Source: an optimization exercise on an open RTL-to-GDS flow (aim: small area, a short achievable clock period and few clock cycles per item). Production flows keep margins and buffers that such runs may drop.
Function was checked by simulation only, so behaviour that the tests miss may differ from the original.

the previous run:
## mul_div_unit
module mul_div_unit #(
  parameter int XLEN = 32
) (
  input  logic            CLK,
  input  logic            RESET_N,
  input  logic            start,
  input  logic            flush,
  input  logic [4:0]      ALU_sel,
  input  logic [XLEN-1:0] operand1,
  input  logic [XLEN-1:0] operand2,
  output logic            is_md,
  output logic            busy,
  output logic            done,
  output logic [XLEN-1:0] result
);
clock: 11.0 ns
lec_check: 0
abc_area: 1
cap_margin: 20
core_margin: 2
core_utilization: 40
setup_slack_margin: 5
slew_margin: 20
run.sh (not shown) runs the stock make flow with config.mk's settings and CLKGATE_MAP_FILE= SYNTH_SCRIPT=/design/flow/synth_recipe.tcl, a recipe that flattens the netlist after the stock synthesis.
Testbench counts of the previous run, summed over its fixed seeds: cycles 9,321, ops 2,400.
Here is what was changed in the inputs of the current run compared with the previous run.
Settings: removing ABC_AREA (formerly 1).
==> flow/flow/run.sh (new file) <==
#!/bin/bash
set -euo pipefail
export BUFFER_PORTS_ARGS="-buffer_cell sky130_fd_sc_hd__buf_2"
bash standard.sh > standard.log 2>&1
==> flow/standard.sh (new file) <==
#!/bin/bash
# synth_recipe.tcl (not shown) runs the flow's synth.tcl, then flattens the netlist and writes it again
# the make line also repeats each setting of config.mk as NAME=value (left out here)
make -C /OpenROAD-flow-scripts/flow DESIGN_CONFIG=/design/flow/config.mk WORK_HOME=/design/flow/orfs CLKGATE_MAP_FILE= SYNTH_SCRIPT=/design/flow/synth_recipe.tcl "${@:-finish}"
removed: flow/run.sh
Notes after the runs:
Changes observed in the current run relative to the previous run: required time reported for the critical path endpoint saw a decrease; number of stages on the worst setup path saw a decrease; final instance area saw a decrease; met3 layer wire length in the routed design saw a decrease; cell count after synthesis saw a decrease. As far as count of flip-flops and latches goes, the previous run and the current run are indistinguishable; the numbers are identical. The run showing the smaller number of multi-input combinational cells in the layout is the current run. The run showing the greater fraction of the core area covered by cells at the end of the flow is the previous run. The current run reports its largest family of logic cells by synthesized area as compound AO/OA/AOI/OAI gates while the previous run reports simple AND/OR/NAND/NOR gates.


## run A
Starting RTL as in the previous note.
Settings: LEC_CHECK=0, CAP_MARGIN=20, CORE_MARGIN=2, CORE_UTILIZATION=40, SETUP_SLACK_MARGIN=5, SLEW_MARGIN=20, TNS_END_PERCENT=20; clock period 11.0 ns.
Stock flow here: none of the scripts above is used.
Testbench counts of run A, summed over its fixed seeds: cycles 9,321, ops 2,400.
Relative to run A, the following input files were edited for run B:
Settings: removing TNS_END_PERCENT (formerly 20).
Going from run A to run B, global-route usage climbed 0.24 points; core utilization saw little to no change; post-placement cell area held steady; routed wire length saw a decrease.


Another version of the RTL of mul_div_unit (not shown whole).
Size in the first run: ~4300 cells after synthesis, roughly 180 flip-flops.
## mul_div_unit
module mul_div_unit #(
  parameter int XLEN = 32
) (
  input  logic            CLK,
  input  logic            RESET_N,
  input  logic            start,
  input  logic            flush,
  input  logic [4:0]      ALU_sel,
  input  logic [XLEN-1:0] operand1,
  input  logic [XLEN-1:0] operand2,
  output logic            is_md,
  output logic            busy,
  output logic            done,
  output logic [XLEN-1:0] result
);
  typedef enum logic [2:0] {S_IDLE, S_MUL, S_DPREP, S_DIV, S_FIX, S_DONE} state_t;
  state_t       r_state;
  logic [2:0]   r_op;
  logic         r_neg_q;      
  logic         r_neg_r;      
  logic [32:0]  r_x;          
  logic [32:0]  r_y;          
  logic [63:0]  r_acc;        
  logic [4:0]   r_cnt;        
  logic [8:0]   r_win;        
  logic [31:0]  r_result;
  assign is_md = (ALU_sel[4:3] == 2'b01);
  wire w_accept = (r_state == S_IDLE) && start && is_md && !flush;
  wire w_sa = !(ALU_sel[1] & ALU_sel[0]);
  wire w_sb = !ALU_sel[1];
  wire [32:0] w_a_ext = {w_sa & operand1[31], operand1};
  wire [32:0] w_b_ext = {w_sb & operand2[31], operand2};
  function automatic logic [3:0] chunks(input logic [32:0] v);
    chunks[0] = !((&v[32:7])  | ~(|v[32:7]));
    chunks[1] = !((&v[32:15]) | ~(|v[32:15]));
    chunks[2] = !((&v[32:23]) | ~(|v[32:23]));
    chunks[3] = !((&v[32:31]) | ~(|v[32:31]));
  endfunction
  wire [3:0] w_ta = chunks(w_a_ext);
  wire [3:0] w_tb = chunks(w_b_ext);
  wire       w_swap = |(w_tb & ~w_ta);           
  wire        w_dsgn  = !ALU_sel[0];
  wire        w_neg_a = w_dsgn & operand1[31];
  wire        w_neg_b = w_dsgn & operand2[31];
  wire [31:0] w_abs_a = w_neg_a ? (~operand1 + 32'd1) : operand1;
  wire [31:0] w_abs_b = w_neg_b ? (~operand2 + 32'd1) : operand2;
  function automatic logic [8:0] window(input logic [32:0] v, input logic [2:0] j);
    logic [40:0] vx;
    vx = {{7{v[32]}}, v, 1'b0};
    case (j)
      3'd0:    window = vx[8:0];
      3'd1:    window = vx[16:8];
      3'd2:    window = vx[24:16];
      3'd3:    window = vx[32:24];
      default: window = vx[40:32];
    endcase
  endfunction
  function automatic logic [2:0] count4(input logic [3:0] t);
    count4 = {2'b00, t[0]} + {2'b00, t[1]} + {2'b00, t[2]} + {2'b00, t[3]};
  endfunction
  wire [2:0] w_topa = count4(w_ta);
  wire [2:0] w_topb = count4(w_tb);
  ...
clock: 11.0 ns
lec_check: 0
abc_area: 1
cap_margin: 20
core_margin: 2
core_utilization: 55
setup_slack_margin: 5
slew_margin: 20
tns_end_percent: 10
Testbench counts at the start, summed over its fixed seeds: cycles 10,330, ops 2,400.
Rerun with:
--- a/flow/config.mk
+++ b/flow/config.mk
@@ -11 +11 @@
-export CORE_UTILIZATION = 55
+export CORE_UTILIZATION = 40
@@ -14 +13,0 @@
-export TNS_END_PERCENT = 10
=> Utilization drops by 16 points. Via count shrinks by a few percent. Final area went up by a few percent.


The RTL this note starts from:
==> flow/design.v <==
module mul_div_unit #(
  parameter int XLEN = 32
) (
  input  logic            CLK,
  input  logic            RESET_N,
  input  logic            start,
  input  logic            flush,
  input  logic [4:0]      ALU_sel,
  input  logic [XLEN-1:0] operand1,
  input  logic [XLEN-1:0] operand2,
  output logic            is_md,
  output logic            busy,
  output logic            done,
  output logic [XLEN-1:0] result
);
  typedef enum logic [2:0] {S_IDLE, S_MUL, S_DPREP, S_DIV, S_FIX, S_DONE} state_t;
  state_t       r_state;
  logic [2:0]   r_op;
  logic         r_neg_q;      
  logic         r_neg_r;      
  logic [32:0]  r_x;          
  logic [32:0]  r_y;          
  logic [63:0]  r_acc;        
  logic [4:0]   r_cnt;        
  logic [31:0]  r_result;
  assign is_md = (ALU_sel[4:3] == 2'b01);
  wire w_accept = (r_state == S_IDLE) && start && is_md && !flush;
  wire w_sa = !(ALU_sel[1] & ALU_sel[0]);
  wire w_sb = !ALU_sel[1];
  wire [32:0] w_a_ext = {w_sa & operand1[31], operand1};
  wire [32:0] w_b_ext = {w_sb & operand2[31], operand2};
  function automatic logic [3:0] chunks(input logic [32:0] v);
    chunks[0] = !((&v[32:7])  | ~(|v[32:7]));
    chunks[1] = !((&v[32:15]) | ~(|v[32:15]));
    chunks[2] = !((&v[32:23]) | ~(|v[32:23]));
    chunks[3] = !((&v[32:31]) | ~(|v[32:31]));
  endfunction
  wire [3:0] w_ta = chunks(w_a_ext);
  wire [3:0] w_tb = chunks(w_b_ext);
  wire       w_swap = |(w_tb & ~w_ta);           
  wire [3:0] w_tm = w_swap ? w_ta : w_tb;
  wire [2:0] w_top = {2'b00, w_tm[0]} + {2'b00, w_tm[1]} + {2'b00, w_tm[2]} + {2'b00, w_tm[3]};
  wire        w_dsgn  = !ALU_sel[0];
  wire        w_neg_a = w_dsgn & operand1[31];
  wire        w_neg_b = w_dsgn & operand2[31];
  wire [31:0] w_abs_a = w_neg_a ? (~operand1 + 32'd1) : operand1;
  wire [31:0] w_abs_b = w_neg_b ? (~operand2 + 32'd1) : operand2;
  logic [8:0] w_win;         
  wire  [40:0] w_yx = {{7{r_y[32]}}, r_y, 1'b0};
  always_comb begin
    case (r_cnt[2:0])
      3'd0:    w_win = w_yx[8:0];
      3'd1:    w_win = w_yx[16:8];
      3'd2:    w_win = w_yx[24:16];
      3'd3:    w_win = w_yx[32:24];
      default: w_win = w_yx[40:32];
    endcase
  end
  logic [63:0] w_pp [4];
  logic [3:0]  w_neg;
  always_comb begin
    for (int i = 0; i < 4; i++) begin
      logic b2, b1, b0, one, two;
      logic [33:0] mag, p;
      b0 = w_win[2*i];
      b1 = w_win[2*i+1];
      b2 = w_win[2*i+2];
      one = b1 ^ b0;
      two = (b2 & ~b1 & ~b0) | (~b2 & b1 & b0);
      mag = one ? {r_x[32], r_x} : (two ? {r_x, 1'b0} : 34'd0);
      p   = b2 ? ~mag : mag;
      w_neg[i] = b2;
      w_pp[i]  = {{30{p[33]}}, p} << (2*i);
    end
  end
  wire [63:0] w_acc_nx = {r_acc[55:0], 8'd0} + w_pp[0] + w_pp[1] + w_pp[2] + w_pp[3]
                       + {57'd0, w_neg[3], 1'b0, w_neg[2], 1'b0, w_neg[1], 1'b0, w_neg[0]};
  wire [31:0] w_mul_res = (r_op[1:0] == 2'b00) ? w_acc_nx[31:0] : w_acc_nx[63:32];
  function automatic logic [5:0] lzc(input logic [31:0] v);
    lzc = 6'd32;
    for (int i = 0; i < 32; i++) if (v[i]) lzc = 6'(31 - i);
  endfunction
  wire [31:0] w_ra   = r_acc[31:0];
  wire [5:0]  w_la   = lzc(w_ra);
  wire [5:0]  w_lb   = lzc(r_x[31:0]);
  wire        w_bz   = (r_x[31:0] == 32'd0);
  wire        w_qz   = (w_la > w_lb);                   
  wire [4:0]  w_sh   = 5'(w_lb - w_la);
  wire [31:0] w_dal  = r_x[31:0] << w_sh;
  wire [31:0] w_spc  = r_op[1] ? r_y[31:0] : (w_bz ? 32'hFFFFFFFF : 32'd0);
  wire [31:0] w_d0  = r_x[31:0];
  wire [31:0] w_d1  = {1'b0, r_x[31:1]};
  wire [32:0] w_s0  = {1'b0, w_ra} - {1'b0, w_d0};
  wire        w_q0  = !w_s0[32];
  wire [31:0] w_r0  = w_q0 ? w_s0[31:0] : w_ra;
  wire [32:0] w_s1  = {1'b0, w_r0} - {1'b0, w_d1};
  wire        w_q1  = !w_s1[32];
  wire [31:0] w_r1  = w_q1 ? w_s1[31:0] : w_r0;
  wire        w_one = (r_cnt == 5'd0);                  
  wire        w_last = (r_cnt[4:1] == 4'd0);
  wire [31:0] w_rem_nx = w_one ? w_r0 : w_r1;
  wire [31:0] w_quo_nx = w_one ? {r_acc[62:32], w_q0} : {r_acc[61:32], w_q0, w_q1};
  wire [31:0] w_div_res = r_op[1] ? w_rem_nx : w_quo_nx;
  wire        w_div_neg = r_op[1] ? r_neg_r : r_neg_q;
  wire [31:0] w_fix_in  = r_op[1] ? r_acc[31:0] : r_acc[63:32];
  wire [31:0] w_fix_res = ~w_fix_in + 32'd1;
  always_ff @(posedge CLK or negedge RESET_N) begin
    if (!RESET_N) begin
      r_state  <= S_IDLE;
      r_result <= '0;
    end else begin
      case (r_state)
        S_IDLE:  if (w_accept) r_state <= ALU_sel[2] ? S_DPREP : S_MUL;
        S_MUL:   if (flush) r_state <= S_IDLE;
                 else if (r_cnt[2:0] == 3'd0) begin
                   r_state  <= S_DONE;
                   r_result <= w_mul_res;
                 end
        S_DPREP: if (flush) r_state <= S_IDLE;
                 else if (w_bz || w_qz) begin
                   r_state  <= S_DONE;
                   r_result <= w_spc;
                 end else r_state <= S_DIV;
        S_DIV:   if (flush) r_state <= S_IDLE;
                 else if (w_last) begin
                   if (w_div_neg) r_state <= S_FIX;
                   else begin
                     r_state  <= S_DONE;
                     r_result <= w_div_res;
                   end
                 end
        S_FIX:   if (flush) r_state <= S_IDLE;
                 else begin
                   r_state  <= S_DONE;
                   r_result <= w_fix_res;
                 end
        default: r_state <= S_IDLE;
      endcase
    end
  end
  always_ff @(posedge CLK) begin
    case (r_state)
      S_IDLE: if (w_accept) begin
        r_op    <= ALU_sel[2:0];
        r_neg_q <= w_neg_a ^ w_neg_b;
        r_neg_r <= w_neg_a;
        if (ALU_sel[2]) begin
          r_x   <= {1'b0, w_abs_b};
          r_y   <= {1'b0, operand1};
          r_acc <= {32'd0, w_abs_a};
        end else begin
          r_x   <= w_swap ? w_b_ext : w_a_ext;
          r_y   <= w_swap ? w_a_ext : w_b_ext;
          r_acc <= '0;
          r_cnt <= {2'b00, w_top};
        end
      end
      S_MUL: begin
        r_acc <= w_acc_nx;
        r_cnt <= r_cnt - 5'd1;
      end
      S_DPREP: begin
        r_x   <= {1'b0, w_dal};
        r_cnt <= w_sh;
      end
      S_DIV: begin
        r_acc <= {w_quo_nx, w_rem_nx};
        r_x   <= {2'b00, r_x[32:2]};
        r_cnt <= r_cnt - 5'd2;
      end
      default: ;
    endcase
  end
  assign busy   = (r_state != S_IDLE);
  assign done   = (r_state == S_DONE);
  assign result = r_result;
endmodule
clock: 11.0 ns
lec_check: 0
cap_margin: 20
core_margin: 2
core_utilization: 40
slew_margin: 20
Testbench counts at the start, summed over its fixed seeds: cycles 10,330, ops 2,400.
Rerun with:
--- a/flow/config.mk
+++ b/flow/config.mk
@@ -7,2 +7,3 @@
 export LEC_CHECK = 0
+export ABC_CLOCK_PERIOD_IN_PS = 5000
 export CAP_MARGIN = 20
@@ -10,2 +11,3 @@
 export CORE_UTILIZATION = 40
+export SETUP_SLACK_MARGIN = 5
 export SLEW_MARGIN = 20
After rerunning: Worst setup slack gains 2.3 ns; utilization rose by 9.8 points; die area does not change; via count rose by a little under a tenth; hold slack loses 0.051 ns; cell area rose by about a fifth; wire length rose by roughly a tenth; maximum frequency rose by a quarter to a third; cell count rose by a few percent.


Another version of the RTL of mul_div_unit (not shown whole).
Size in the first run: ~190 flip-flops, ~110 I/O pins, ~30000 sq um of cells after synthesis.
clock: 11.0 ns
lec_check: 0
abc_area: 1
cap_margin: 20
core_margin: 2
core_utilization: 40
setup_slack_margin: 5
slew_margin: 20
The baseline passed the timing, DRC and antenna checks.
Testbench counts at the start, summed over its fixed seeds: cycles 9,142, ops 2,400.
Then changed:
--- a/flow/config.mk
+++ b/flow/config.mk
@@ -11,0 +12 @@
+export CTS_BUF_LIST = sky130_fd_sc_hd__clkbuf_4 sky130_fd_sc_hd__clkbuf_8
Result:
- via count came out higher by about 0.45%
- non-clock buffer count came out higher by 4
- area after synthesis stays the same


## build 80
mul_div_unit, a different RTL version from the one above (not shown whole).
For scale: about 190 flip-flops, roughly 110 I/O pins.
export LEC_CHECK = 0
export CAP_MARGIN = 20
export CORE_MARGIN = 2
export CORE_UTILIZATION = 40
export SETUP_SLACK_MARGIN = 5
export SLEW_MARGIN = 20
create_clock -name core_clock -period 11.0 [get_ports {CLK}]
The final layout from build 80, which completed every stage, passed the timing, DRC and antenna checks at the end of the flow.
Testbench counts of build 80, summed over its fixed seeds: cycles 9,321, ops 2,400.
What trial 20 does differently from build 80 at the input level:
-- flow/config.mk --
<<< build 80, line 8
>>> trial 20, line 8
export ABC_AREA = 1
--- outcome ---
- When the final numbers for build 80 and trial 20 were put side by side, the non-clock buffer instance count of the final layout turned out to be greater in trial 20.
- Side by side, die area turned out lower in trial 20 than in build 80.
- Going from build 80 to trial 20, gate count of the mapped netlist higher, routed wire length picked up an extra about 12%, number of clock buffers in the layout -1.
- Per the comparison of trial 20 with build 80, iteration count of the initial detailed-routing pass barely changed; post-detailed-route via-to-cell ratio dropped 7.1%; final HPWL from detailed placement climbed 16%; routed wire length on met2 climbed about 9%; met2 capacity usage during global routing climbed 6.1 points.

-- static timing again, ports no longer ideal --
How much do the figures lean on ideal ports? The routed layouts below were timed once more, with nothing changed but the port constraints.
Step 1 assumes that a clkbuf_16 drives the clock port and a buf_2 every other input.
Step 2 also shifts input and output timing later by t, the mid clock arrival at the registers, as if the neighbouring blocks saw the same clock.
Three values: ideal ports, drivers, drivers and shift; two values: the first two.
| run | t, ns | setup WS [ns] | cell pins on the clock port's net |
|---|---|---|---|
| the previous run | 0.561 | 5.091 / 5.129 / 4.581 | 1 |
| the current run | 0.564 | 5.094 / 5.094 / 4.583 | 1 |
| run A | 0.568 | 4.779 / 4.812 / 4.254 | 1 |
| run B | 0.566 | 5.002 / 5.001 / 4.508 | 1 |
| the first run of note 3 | 0.555 | 4.869 / 4.869 / 4.465 | 1 |
| the second run of note 3 | 0.555 | 5.007 / 5.007 / 4.610 | 1 |
| the first run of note 4 | 0.561 | 1.604 / 1.604 / 1.604 | 1 |
| the second run of note 4 | 0.558 | 3.876 / 3.876 / 3.876 | 1 |
| the first run of note 5 | 0.573 | 4.737 / 4.737 / 4.221 | 1 |
| the second run of note 5 | 0.651 | 4.742 / 4.742 / 4.210 | 1 |
| build 80 | 0.566 | 3.783 / 3.834 / 3.269 | 1 |
| trial 20 | 0.563 | 4.017 / 4.026 / 3.463 | 1 |
After both steps setup and hold are still met in every run listed. The setup slack of trial 20, which loses most, moves by +0.009 ns with the drivers and by -0.554 ns with both steps.
